Context: an optimization exercise on an open-source flow, tuned for small area, a short achievable clock period and few clock cycles per item. The choices shown serve that exercise and are no tape-out recipe.
The RTL was checked by simulation tests, not by an equivalence proof against the original design.
Power figures rest on the tool's default switching activity, not on a simulated workload.

[flow/flow/run.sh]
#!/bin/bash
# The standard layout (the standard.sh, unchanged synthesis and steps),
# with plain sky130 buffers instead of delay cells as the port buffers.
# The make output goes to standard_flow.log; each ORFS step keeps its own
# log under orfs/logs.
set -euo pipefail
export BUFFER_PORTS_ARGS="-buffer_cell sky130_fd_sc_hd__buf_2"
bash standard.sh > standard_flow.log 2>&1
[flow/standard.sh]
#!/bin/bash
# synth_recipe.tcl (not shown) runs the flow's synth.tcl, then flattens the netlist and writes it again
# the make line also repeats each setting of config.mk as NAME=value (left out here)
make -C /OpenROAD-flow-scripts/flow DESIGN_CONFIG=/design/flow/config.mk WORK_HOME=/design/flow/orfs CLKGATE_MAP_FILE= SYNTH_SCRIPT=/design/flow/synth_recipe.tcl "${@:-finish}"
[flow/config.mk]
export PLATFORM = sky130hd
export DESIGN_NAME = zprize_mul_col_acc
export DESIGN_NICKNAME = zprize_mul_col_acc
export VERILOG_FILES = /design/flow/design.v
export SDC_FILE = /design/flow/constraint.sdc
export NUM_CORES = 4
export LEC_CHECK = 0
export CAP_MARGIN = 20
export CORE_MARGIN = 2
export CORE_UTILIZATION = 50
export CTS_CLUSTER_DIAMETER = 70
export CTS_CLUSTER_SIZE = 25
export SETUP_SLACK_MARGIN = 5.0
export SLEW_MARGIN = 20
[flow/constraint.sdc]
create_clock -name core_clock -period 8.0 [get_ports {clk}]
set_input_delay 1.6000 -clock core_clock [delete_from_list [all_inputs] [get_ports {clk}]]
set_output_delay 1.6000 -clock core_clock [all_outputs]
set_load 0.01 [all_outputs]
[flow/design.v]
package zprize_mul_pkg;
    localparam int unsigned OP_W    = 384;   
    localparam int unsigned LIMB_W  = 26;    
    localparam int unsigned N_LIMBS = 15;    
    localparam int unsigned COL_W   = 32;    
    localparam int unsigned META_W  = 32;    
    localparam int unsigned CHUNK_W = 3;     
    typedef enum logic [1:0] {
        IDLE,
        ACC,
        NORM,
        WAIT
    } state_t;
    function automatic integer clog2(input integer v);
        clog2 = $clog2(v);
    endfunction
endpackage
module zprize_col_norm
#(
    parameter int unsigned LW = zprize_mul_pkg::LIMB_W,
    parameter int unsigned CW = zprize_mul_pkg::COL_W
) (
    input  logic [CW-1:0]  col,
    input  logic [CW-LW:0] carry_in,
    output logic [LW-1:0]  digit,
    output logic [CW-LW:0] carry_out
);
    logic [CW:0] sum;
    always_comb begin
        sum       = {1'b0, col} + (CW+1)'(carry_in);
        digit     = sum[LW-1:0];
        carry_out = sum[CW:LW];
    end
endmodule
module zprize_mul_col_acc
#(
    parameter int unsigned W  = zprize_mul_pkg::OP_W,
    parameter int unsigned LW = zprize_mul_pkg::LIMB_W,
    parameter int unsigned NL = zprize_mul_pkg::N_LIMBS,
    parameter int unsigned CW = zprize_mul_pkg::COL_W,
    parameter int unsigned M  = zprize_mul_pkg::META_W,
    parameter int unsigned CI = zprize_mul_pkg::clog2(2 * NL)
) (
    input  logic                  clk,
    input  logic                  rst,
    input  logic                  in_valid,
    input  logic [2*LW-1:0]       in_prod,
    input  logic [CI-1:0]         in_col,
    input  logic                  in_first,
    input  logic                  in_last,
    input  logic [M-1:0]          in_m,
    output logic                  in_ready,
    output logic                  out_valid,
    input  logic                  out_ready,
    output logic [2*W-1:0]        out_prod,
    output logic [M-1:0]          out_m,
    output logic                  err
);
    localparam int unsigned NC = 2 * NL;
    localparam int unsigned HW = CW - LW;                  
    localparam int unsigned TW = 2 * W - (NC - 1) * LW;    
    localparam int unsigned K  = zprize_mul_pkg::CHUNK_W;  
    function automatic logic cut(input int unsigned i);
        cut = i < LW && (i % K) == 0;
    endfunction
    function automatic int unsigned cwid(input int unsigned c);
        cwid = (c == NC - 1) ? TW : CW;
    endfunction
    logic [CW-1:0]   col_q [NC];
    logic [CW-1:0]   kq    [NC];      
    logic [NC-1:0]   sel_q;           
    logic            keep_q;          
    logic [2*LW-1:0] prod_q;          
    logic            last_q;          
    logic            acc_q;           
    logic            flush_q, norm_q;
    logic [3:0]      fcnt_q;          
    logic [NC-1:0]   bz_q;            
    logic            in_ready_q, out_valid_q, err_q;
    logic [M-1:0]    m_q;
    logic            take, col_ok, beat, busy, big;
    logic [LW-1:0]   ev, od;
    always_comb begin
        take   = in_valid && in_ready_q;
        col_ok = in_col <= CI'(NC - 2);
        beat   = take && col_ok;
        ev     = prod_q[LW-1:0];
        od     = prod_q[2*LW-1:LW];
        busy   = |bz_q;
        big    = 1'b0;
        for (int unsigned c = 0; c < NC; c++) begin
            if (c < NC - 1) begin
                big  = big | (&col_q[c][CW-1:CW-4]);
            end
        end
    end
    always_ff @(posedge clk) begin
        if (!rst) begin
            sel_q       <= '0;
            keep_q      <= 1'b1;
            last_q      <= 1'b0;
            acc_q       <= 1'b0;
            flush_q     <= 1'b0;
            fcnt_q      <= '0;
            norm_q      <= 1'b0;
            in_ready_q  <= 1'b1;
            out_valid_q <= 1'b0;
            err_q       <= 1'b0;
        end else begin
            for (int unsigned c = 0; c < NC; c++)
                sel_q[c] <= beat && (in_col == CI'(c) || (c > 0 && in_col == CI'(c - 1)));
            keep_q  <= !(beat && in_first);
            last_q  <= beat && in_last;
            if ((in_valid && !in_ready_q) || (take && !col_ok) || (beat && !in_first && !acc_q))
                err_q <= 1'b1;
            if (beat) acc_q <= !in_last;
            if (beat && in_last) in_ready_q <= 1'b0;
            if (last_q && big) begin
                flush_q <= 1'b1;
                fcnt_q  <= 4'(LW / K);
            end else if (flush_q) begin
                fcnt_q <= fcnt_q - 1'b1;
                if (fcnt_q == '0) flush_q <= 1'b0;
            end
            if ((last_q && !big) || (flush_q && fcnt_q == '0)) norm_q <= 1'b1;
            if (norm_q && !busy) begin
                norm_q      <= 1'b0;
                out_valid_q <= 1'b1;
            end
            if (out_valid_q && out_ready) begin
                out_valid_q <= 1'b0;
                in_ready_q  <= 1'b1;
            end
        end
    end
    always_ff @(posedge clk) begin
        prod_q <= in_col[0] ? {in_prod[LW-1:0], in_prod[2*LW-1:LW]} : in_prod;
        if (beat && in_last) m_q <= in_m;
    end
    logic [CW-1:0] base  [NC];
    logic [CW-1:0] add   [NC];
    logic [CW-1:0] col_d [NC];
    logic [CW-1:0] kd    [NC];
    logic [NC-1:0] thru;          
    logic [NC-1:0] thru_q;        
    logic [NC-1:0] thru_d;        
    logic [NC-1:0] hin0;          
    always_comb begin
        for (int unsigned c = 0; c < NC; c++) begin
            logic          cy, ci;
            logic [HW-1:0] hin;
            logic [CW-1:0] low;
            hin  = (c > 0 && norm_q) ? col_q[c-1][CW-1:LW] : '0;
            low  = '0;
            for (int unsigned i = 0; i < cwid(c) && i < LW; i++) low[i] = 1'b1;
            hin0[c]   = hin[0];
            thru[c]   = thru_q[c];
            thru_d[c] = norm_q && ((col_q[c] & low) == low) && !(|(kq[c] & low)) && hin == '0;
            base[c] = keep_q ? col_q[c] : '0;
            if (norm_q && c < NC - 1) base[c][CW-1:LW] = '0;
            add[c] = '0;
            if (sel_q[c]) add[c][LW-1:0] = (c % 2 == 0) ? ev : od;
            add[c][HW-1:1] = add[c][HW-1:1] | hin[HW-1:1];
            kd[c] = '0;
            cy    = 1'b0;
            for (int unsigned i = 0; i < cwid(c) && i < LW; i++) begin
                logic a, b;
                if (i == 0)       ci = hin[0];
                else if (cut(i)) begin
                    ci       = thru[c] ? hin[0] : (kq[c][i] && keep_q);
                    kd[c][i] = cy && !thru[c];
                end else          ci = cy;
                a = base[c][i];
                b = add[c][i];
                {cy, col_d[c][i]} = {1'b0, a} + {1'b0, b} + {1'b0, ci};
            end
            if (c < NC - 1) begin
                logic ones;
                ones = cy;
                for (int unsigned i = LW; i < CW; i++) begin
                    col_d[c][i] = base[c][i] ^ ones;
                    ones        = ones & base[c][i];
                end
            end
            for (int unsigned i = cwid(c); i < CW; i++) col_d[c][i] = 1'b0;
        end
    end
    always_ff @(posedge clk) begin
        for (int unsigned c = 0; c < NC; c++) begin
            col_q[c] <= col_d[c];
            kq[c]    <= kd[c];
        end
        thru_q <= rst ? thru_d : '0;
        for (int unsigned c = 0; c < NC; c++)
            bz_q[c] <= (|kd[c]) || (c < NC - 1 && (|col_d[c][CW-1:LW]));
    end
    always_comb begin
        for (int unsigned c = 0; c < NC - 1; c++) out_prod[c*LW +: LW] = col_q[c][LW-1:0];
        out_prod[(NC-1)*LW +: TW] = col_q[NC-1][TW-1:0];
    end
    assign in_ready  = in_ready_q;
    assign out_valid = out_valid_q;
    assign out_m     = m_q;
    assign err       = err_q;
endmodule
==> qor.csv, run 1 <==
stage,metric,value,unit
logic_synthesis,synthCells,7240,
critical_path,cp.arrival,4.47,ns
logic_synthesis,synth-edff-count,32,
status,outcome,"complete, no violations",
finish,regArea,27800,sq um
clock_tree,insertion_delay,0.77,ns
logic_synthesis,ys_seq_elements,1364,
grt,grt_max_degree,77,
detailed_routing,first_pass_iters,6,
floorplan,rows,138,
logic_synthesis,synthTopCellsByCount,"nand2_1, dfxtp_1, inv_1, fa_1, buf_4",
detailed_routing,viasPerCell,5.71,
logic_synthesis,synth_top_family_by_area,adder cells,
run,drv_cap,0,
timing,rsz0062_at_grt,yes,
grt,grt_pass1_wl,395000,microns
clock_tree,cts_max_level,3,
logic_synthesis,synth-seq-area-share,0.389,
logic_synthesis,muxShareOfSynthArea,0.00825,
finish,fill_cells,12425,
timing,final_max_slew_viol_count,0,
floorplan,die_area,145000,sq um
clock_tree,path_clk_slew,0.09,ns
logic_synthesis,synth_xor_area_frac,0.00432,
timing,hold_viol,0,
hold_path,min_delay_worst_endpoint,norm_q,
logic_synthesis,syn-num-nets,8248,
detailed_routing,wl_met2,127000,microns
logic_synthesis,avgSynthCellArea,9.80,sq um
power_and_ir_drop,p_leak,34.9,nW
critical_path,slowest_stage,or4_4,
clock_tree,cts_made_buffers,104,
logic_synthesis,yosysUniqueCellTypes,46,
detailed_routing,drt_iter0_markers,5158,
detailed_routing,wl_met3,30000,microns
timing,fin_hold_ws,0.484,ns
timing,setup_viol,0,
clock_tree,hold_buffers,0,
grt,antenna_found_initial,23,
detailed_routing,drc_errors,0,
hold_path,whs_path_depth,2,
logic_synthesis,synthFlopType,dfxtp_1,
critical_path,crit_chain,buf_12 > buf_16 > nor2b_4 > a21oi_2 > fa_2 > inv_2 > fa_2 > ha_4 > ha_4 > ha_4 > ha_4 > or4_4 > or4_4 > or4_4,
critical_path,rr_worst_depth,14,
logic_synthesis,synth_top_cell_area_share,0.376,
floorplan,die_w,381,microns
logic_synthesis,synth_async_sr_flop_share,0,
timing,post-route-period-util,0.478,
critical_path,worst_setup_path_start_kind,flop,
hold_path,hp-start,last_q,
floorplan,core_region_area,141000,sq um
logic_synthesis,ys_warn_count,7,
critical_path,rr_startpoint,keep_q,
grt,track_usage,0.381,
detailed_routing,wl_per_cell,30.0,microns
finish,nets,8377,
clock_tree,clockBufferDepth,3,
power_and_ir_drop,powerDensity,194,nW/um^2
floorplan,start_util,0.502,
detailed_routing,vias,53465,
critical_path,rrSetupSlack,4.18,ns
clock_tree,cts.sinks,1364,
critical_path,crit_required,8.65,ns
critical_path,end_kind,flop,
placement,hpwl,194000,microns
critical_path,critPathKind,flop to flop,
power_and_ir_drop,max-vdd-ir-drop,0.195,mV
floorplan,ios,898,
placement,portBuffers,897,
grt,first_global_vias,53040,
logic_synthesis,syn_area,71000,sq um
timing,min_period,3.82,ns
logic_synthesis,synth_area_leaders,"dfxtp_1, fa_1, buf_4",
timing,max_slew_margin,0.251,
floorplan,fp.dieH,381,microns
detailed_routing,wirelength,281000,microns
critical_path,crit_path_frequent_cell,ha_4,
timing,worst_slew_pin_slew,1.12,ns
grt,grt_overflow,0,
logic_synthesis,yosysMostFrequentCell,nand2_1,
critical_path,path_max_fanout,8,
clock_tree,cts_root_buffer,clkbuf_16,
finish,area.growth.synth_to_final,13.9,%
detailed_routing,met1Wirelength,105000,microns
placement,gp_congestion,0.940,
critical_path,r2r-end,bz_q[14],
detailed_routing,postRouteAntennaNets,0,
clock_tree,cts_tree,yes,
finish,multi_input_area,36000,sq um
logic_synthesis,synthAdderAreaFrac,0.242,
power_and_ir_drop,total_power,15.7,mW
logic_synthesis,synthSimpleGateAreaFrac,0.179,
timing,clock-skew-final,0.0347,ns
critical_path,critPathMaxStageDelay,0.50,ns
detailed_routing,top_layer,met5,
timing,fmax,0.262,GHz
hold_path,hp-class,flop to flop,
logic_synthesis,synth-compound-area-share,0.0349,
finish,drive_above_1_share,0.269,
logic_synthesis,netlist.top_cell.by_area,dfxtp_1,
timing,fin_tns_setup,0,ns
-- kinds of logic (layout without fill, tap and decap cells) --
| kind of cell | count (synthesis) | count (layout) |
|---|---|---|
| buffers and inverters | 1898 | 2116 |
| XOR/XNOR | 35 | 35 |
| other | 0 | 13 |
| adder cells (fa/ha/maj) | 913 | 913 |
| multiplexers | 52 | 52 |
| AO/OA/AOI/OAI | 416 | 416 |
| AND/OR/NAND/NOR | 2562 | 2564 |
| flip-flops | 1364 | 1364 |
-- layout make-up --
| class | count | share of cell area |
|---|---|---|
| inverters | 770 | 0.0358 |
| clock buffers | 116 | 0.0338 |
| well taps | 1890 | 0.0293 |
| diodes | 13 | 0.000403 |
| multi-input cells | 3980 | 0.445 |
| flip-flops and latches | 1364 | 0.344 |
| repair buffers | 1149 | 0.0960 |
| clock inverters | 81 | 0.0149 |
-- cell usage in the layout (no fill, tap or decap), types with 43 or more instances in the layout --
cell and n:
nand2_1 1418, dfxtp_1 1174, buf_2 866, inv_1 741, fa_1 689, a21oi_1 222
nor2_1 207, and2_1 203, buf_4 197, nand4b_1 175, dfxtp_2 155, a22oi_1 145
ha_4 118, clkbuf_16 110, nor4_1 92, or4_1 91, fa_2 77, nand4_1 70
mux2_2 52, nor2_2 43
-- worst max-delay path by stage --
stage,start,endpoint,slack [ns]
3_5_place_dp,keep_q,bz_q[15],3.39
4_1_cts,sel_q[6],bz_q[6],4.21
6_report,keep_q,bz_q[14],4.18
5_1_grt,keep_q,bz_q[14],4.10
2_1_floorplan,norm_q,bz_q[10],4.52
3_3_place_gp,keep_q,bz_q[19],3.46
-- power by group --
part / internal [mW] / switching (mW)
sequential: 7.19 / 0.450
clock: 2.93 / 3.16
combinational: 0.658 / 1.29
total: 10.8 / 4.89
-- what timing repair did --
item / CTS / global route
buffers inserted: 100 / 28
setup endpoints to repair: 834 / 96
pin swaps: 83 / 53
gates resized for setup: 371 / 102
endpoints found under the hold margin: 0 / 0
gates cloned: 36 / 5
-- layer usage --
| layer | vias up | global-route usage |
|---|---|---|
| li1 | 22440 | - |
| met1 | 27271 | 0.484 |
| met2 | 3049 | 0.598 |
| met3 | 691 | 0.0973 |
| met4 | 14 | 0.204 |
| met5 | - | 0 |
-- registers in the layout, indices dropped and copies added (netlist names) --
signal	count
acc_q	1
bz_q	30
col_q	942
err_q	1
fcnt_q	4
flush_q	1
in_ready_q	1
keep_q	1
kq	236
last_q	1
m_q	32
norm_q	1
out_valid_q	1
prod_q	52
sel_q	30
thru_q	30
-- worst max-delay path: cells and delay by family (launching register included) --
family / cells / cell delay [ns]
and+or+nand+nor: 4 / 1.48
buffers and inverters: 3 / 0.36
adders and majority gates: 6 / 1.30
DFF: 1 / 0.41
AOI/OAI and AO/OA: 1 / 0.17
-- stage by stage --
stage	utilization	cell area, sq um	cells	setup slack, ns
after floorplan	-	73500	7240	4.52
final	0.572	80800	9363	4.18
after global placement	0.518	73200	8984	3.46
after CTS	0.567	80100	9317	4.21
after detailed placement	0.518	73200	8984	3.39
after global routing	0.572	80800	9356	4.10
Testbench counts, summed over its fixed seeds: cycles 22,681, items 96.
==> inputs of run 2 (changes only) <==
--- a/flow/config.mk
+++ b/flow/config.mk
@@ -8,7 +8,5 @@
 export CAP_MARGIN = 20
 export CORE_MARGIN = 2
 export CORE_UTILIZATION = 50
-export CTS_CLUSTER_DIAMETER = 70
-export CTS_CLUSTER_SIZE = 25
 export SETUP_SLACK_MARGIN = 5.0
 export SLEW_MARGIN = 20
==> run 2 against run 1 <==
Compared with the run above:
- register-to-register slack better by 0.06 ns
- sequential power hardly changed
- sequential share of layout area is 0.12 points lower
- final cell count is 0.38% higher
- non-clock buffer count is 42 lower
- design area is 1.2% higher
- sequential cell count stayed put
- clock power is 19% higher
- core utilization is 0.68 points higher
- still clean on timing, DRC and antenna
==> qor.csv, run 2 <==
stage,metric,value,unit,change
grt,first_global_vias,53428,,+0.73%
finish,layout_common_cells,"nand2_1, dfxtp_1, buf_2",,
timing,setup_viol,0,,unchanged
logic_synthesis,synth-seq-area-share,0.389,,unchanged
floorplan,rows,138,,unchanged
critical_path,cp-startpoint,keep_q,,
critical_path,critPathKind,flop to flop,,
logic_synthesis,synthCells,7240,,unchanged
placement,gp_congestion,0.940,,unchanged
run,drv_cap,0,,unchanged
detailed_routing,wirelength,279000,microns,-0.62%
critical_path,worst_setup_path_start_kind,flop,,
finish,mostFrequentLayoutCell,nand2_1,,
logic_synthesis,synth_area_leaders,"dfxtp_1, fa_1, buf_4",,
finish,largest_reg_flops,942,,unchanged
clock_tree,insertion_delay,0.80,ns,+0.03 ns
logic_synthesis,synthTopCellsByCount,"nand2_1, dfxtp_1, inv_1, fa_1, buf_4",,
critical_path,rr_startpoint,keep_q,,
floorplan,core_region_area,141000,sq um,unchanged
critical_path,critPathMaxStageDelay,0.40,ns,-0.10 ns
logic_synthesis,yosysMostFrequentCell,nand2_1,,
finish,reg.largest.list,"col_q x942, kq x236, prod_q x52",,
logic_synthesis,avgSynthCellArea,9.80,sq um,unchanged
finish,nets,8384,,+0.084%
finish,area.growth.synth_to_final,15.3,%,
finish,fin_area,81800,sq um,+1.2%
hold_path,hp-class,flop to flop,,
timing,max_slew_margin,0.259,,+0.00841
detailed_routing,first_pass_iters,6,,unchanged
detailed_routing,wl_per_cell,29.7,microns,-1.0%
critical_path,crit_chain,buf_12 > buf_12 > buf_16 > and2b_4 > a21oi_4 > fa_2 > inv_2 > fa_2 > ha_4 > ha_4 > ha_4 > ha_4 > or4_1 > or4_1 > or4_1,,
placement,portBuffers,897,,unchanged
timing,clock-skew-final,0.0254,ns,-0.00932 ns
hold_path,hp-start,last_q,,
logic_synthesis,yosysUniqueCellTypes,46,,unchanged
timing,hold_viol,0,,unchanged
grt,track_usage,0.381,,about the same
placement,place_inst,8984,,unchanged
logic_synthesis,synth_top_cell_area_share,0.376,,unchanged
logic_synthesis,synthFlopType,dfxtp_1,,
grt,antenna_found_initial,28,,+22%
critical_path,rr_worst_depth,15,,+1
critical_path,end_kind,flop,,
timing,min_period,3.76,ns,-0.0589 ns
clock_tree,cts_root_buffer,clkbuf_16,,
grt,grt_overflow,0,,unchanged
clock_tree,cts_tree,yes,,
detailed_routing,drt_iter0_markers,5094,,-1.2%
finish,max_flop_register,col_q,,
clock_tree,path_clk_slew,0.06,ns,-0.03 ns
logic_synthesis,ys_warn_count,7,,unchanged
power_and_ir_drop,powerDensity,205,nW/um^2,+6.0%
timing,rsz0062_at_grt,yes,,
logic_synthesis,synth-edff-count,32,,unchanged
status,outcome,"complete, no violations",,
power_and_ir_drop,max-vdd-ir-drop,0.166,mV,-15%
floorplan,start_util,0.502,,unchanged
logic_synthesis,syn-num-nets,8248,,unchanged
power_and_ir_drop,total_power,16.8,mW,+7.2%
critical_path,slowest_stage,or4_1,,
detailed_routing,drc_errors,0,,unchanged
timing,fin_tns_setup,0,ns,unchanged
clock_tree,cts_max_level,4,,+1
clock_tree,cts.sinks,1364,,unchanged
floorplan,fp.dieH,381,microns,unchanged
clock_tree,clockBufferDepth,3,,unchanged
logic_synthesis,syn_area,71000,sq um,unchanged
timing,post-route-period-util,0.470,,-0.00736
grt,grt_max_degree,77,,unchanged
finish,instances_no_fill,9399,,+0.38%
floorplan,die_w,381,microns,unchanged
clock_tree,cts_made_buffers,153,,+47%
critical_path,cp.arrival,4.43,ns,-0.04 ns
finish,drive_above_1_share,0.286,,+0.0167
critical_path,crit_path_frequent_cell,ha_4,,
detailed_routing,vias,53440,,-0.047%
critical_path,path_max_fanout,8,,unchanged
placement,place_area,73200,sq um,unchanged
logic_synthesis,synth_async_sr_flop_share,0,,unchanged
finish,finish.utilization,0.579,,+0.00684
hold_path,whs_path_depth,2,,unchanged
detailed_routing,viasPerCell,5.69,,-0.43%
detailed_routing,postRouteAntennaNets,0,,unchanged
placement,hpwl,194000,microns,unchanged
critical_path,crit_required,8.66,ns,about the same
floorplan,die_area,145000,sq um,unchanged
floorplan,ios,898,,unchanged
finish,fill_cells,12338,,-0.70%
timing,fin_hold_ws,0.478,ns,-0.00559 ns
timing,finalWorstSetupSlack,4.24,ns,+0.0589 ns
power_and_ir_drop,p_leak,35.3,nW,+1.2%
clock_tree,hold_buffers,0,,unchanged
placement,dp_slack,3.39,ns,unchanged
logic_synthesis,ys_seq_elements,1364,,unchanged
grt,grt_pass1_wl,394000,microns,-0.25%
timing,worst_slew_pin_slew,1.11,ns,-0.0126 ns
logic_synthesis,netlist.top_cell.by_area,dfxtp_1,,
timing,final_max_slew_viol_count,0,,unchanged
timing,fmax,0.266,GHz,+1.6%
[run 2: cell counts after synthesis]
Identical to the previous run, type by type.
[run 2: worst max-delay path, delay by kind of cell (launching register included)]
family | cells | cell delay [ns]
adders and majority gates | 6 | 1.29
and+or+nand+nor | 4 | 1.35
AOI/OAI and AO/OA | 1 | 0.15
DFF | 1 | 0.37
buffers and inverters | 4 | 0.46
[run 2: per-layer routing]
| layer | track usage | vias up | part of all wire |
|---|---|---|---|
| li1 | - | 22446 | - |
| met1 | 0.483 | 27256 | 0.38 |
| met2 | 0.594 | 3023 | 0.45 |
| met3 | 0.0949 | 703 | 0.10 |
| met4 | 0.215 | 12 | 0.068 |
| met5 | 0 | - | 0.00028 |
[run 2: kinds of logic (layout without fill, tap and decap cells)]
family | after synthesis | count (layout) | share of synthesized area
AND/OR/NAND/NOR | 2562 | 2564 | 0.179
buffers and inverters | 1898 | 2152 | 0.143
adder cells (fa/ha/maj) | 913 | 913 | 0.242
other | 0 | 13 | 0
AO/OA/AOI/OAI | 416 | 416 | 0.0349
XOR/XNOR | 35 | 35 | 0.00432
multiplexers | 52 | 52 | 0.00825
flip-flops | 1364 | 1364 | 0.389
[run 2: power by group]
group / total, mW / switching [mW] / internal (mW)
clock network: 7.21 / 3.00 / 4.21
logic: 1.92 / 1.27 / 0.655
registers: 7.67 / 0.452 / 7.21
total: 16.8 / 4.72 / 12.1
[run 2: path summary, 6_finish.rpt]
path	to	slack, ns
min reg2reg	norm_q	0.48
max reg2reg	bz_q[22]	4.24
min	norm_q	0.48
max	bz_q[22]	4.24
[run 2: final cells by class]
cell class                 instances  area [sq um]  share of cell area
antenna                           13          32.5            0.000398
clock buffer                     231          4620              0.0565
clock inverter                    44           447             0.00546
inverter                         770          2890              0.0353
multi-input combinational       3980         35900               0.439
sequential                      1364         28100               0.343
tap                             1890          2360              0.0289
timing repair buffer            1107          7450              0.0911
[run 2: timing repair]
item / CTS / global route
setup endpoints to repair: 974 / 129
cloned: 29 / 3
setup buffers: 74 / 21
pin swaps: 67 / 47
gates resized for setup: 559 / 116

[what the ideal ports hide]
In the flow no input, the clock included, has a driving cell. The finished layouts below were timed again as built, in two steps.
Step 1: set_driving_cell puts a clkbuf_16 on clk and a buf_2 on each other input, an assumption about the parent block.
Step 2 also shifts input and output timing later by t, the mid clock arrival at the registers, as if the neighbouring blocks saw the same clock.
Slacks: ideal / step 1 / step 2; pairs: ideal / step 1.
run | t (ns) | setup slack, ns | worst setup path after step 2 | worst data-port slew with drivers (ns)
run 1 | 0.835 | 4.177 / 4.177 / 4.177 | register to register | 0.21
run 2 | 0.875 | 4.236 / 4.236 / 4.171 | input to register | 0.21
After both steps setup and hold are still met in every run listed. For run 2, which loses most, drivers alone change the setup slack by 0.000 ns; drivers and shift together by -0.065 ns.
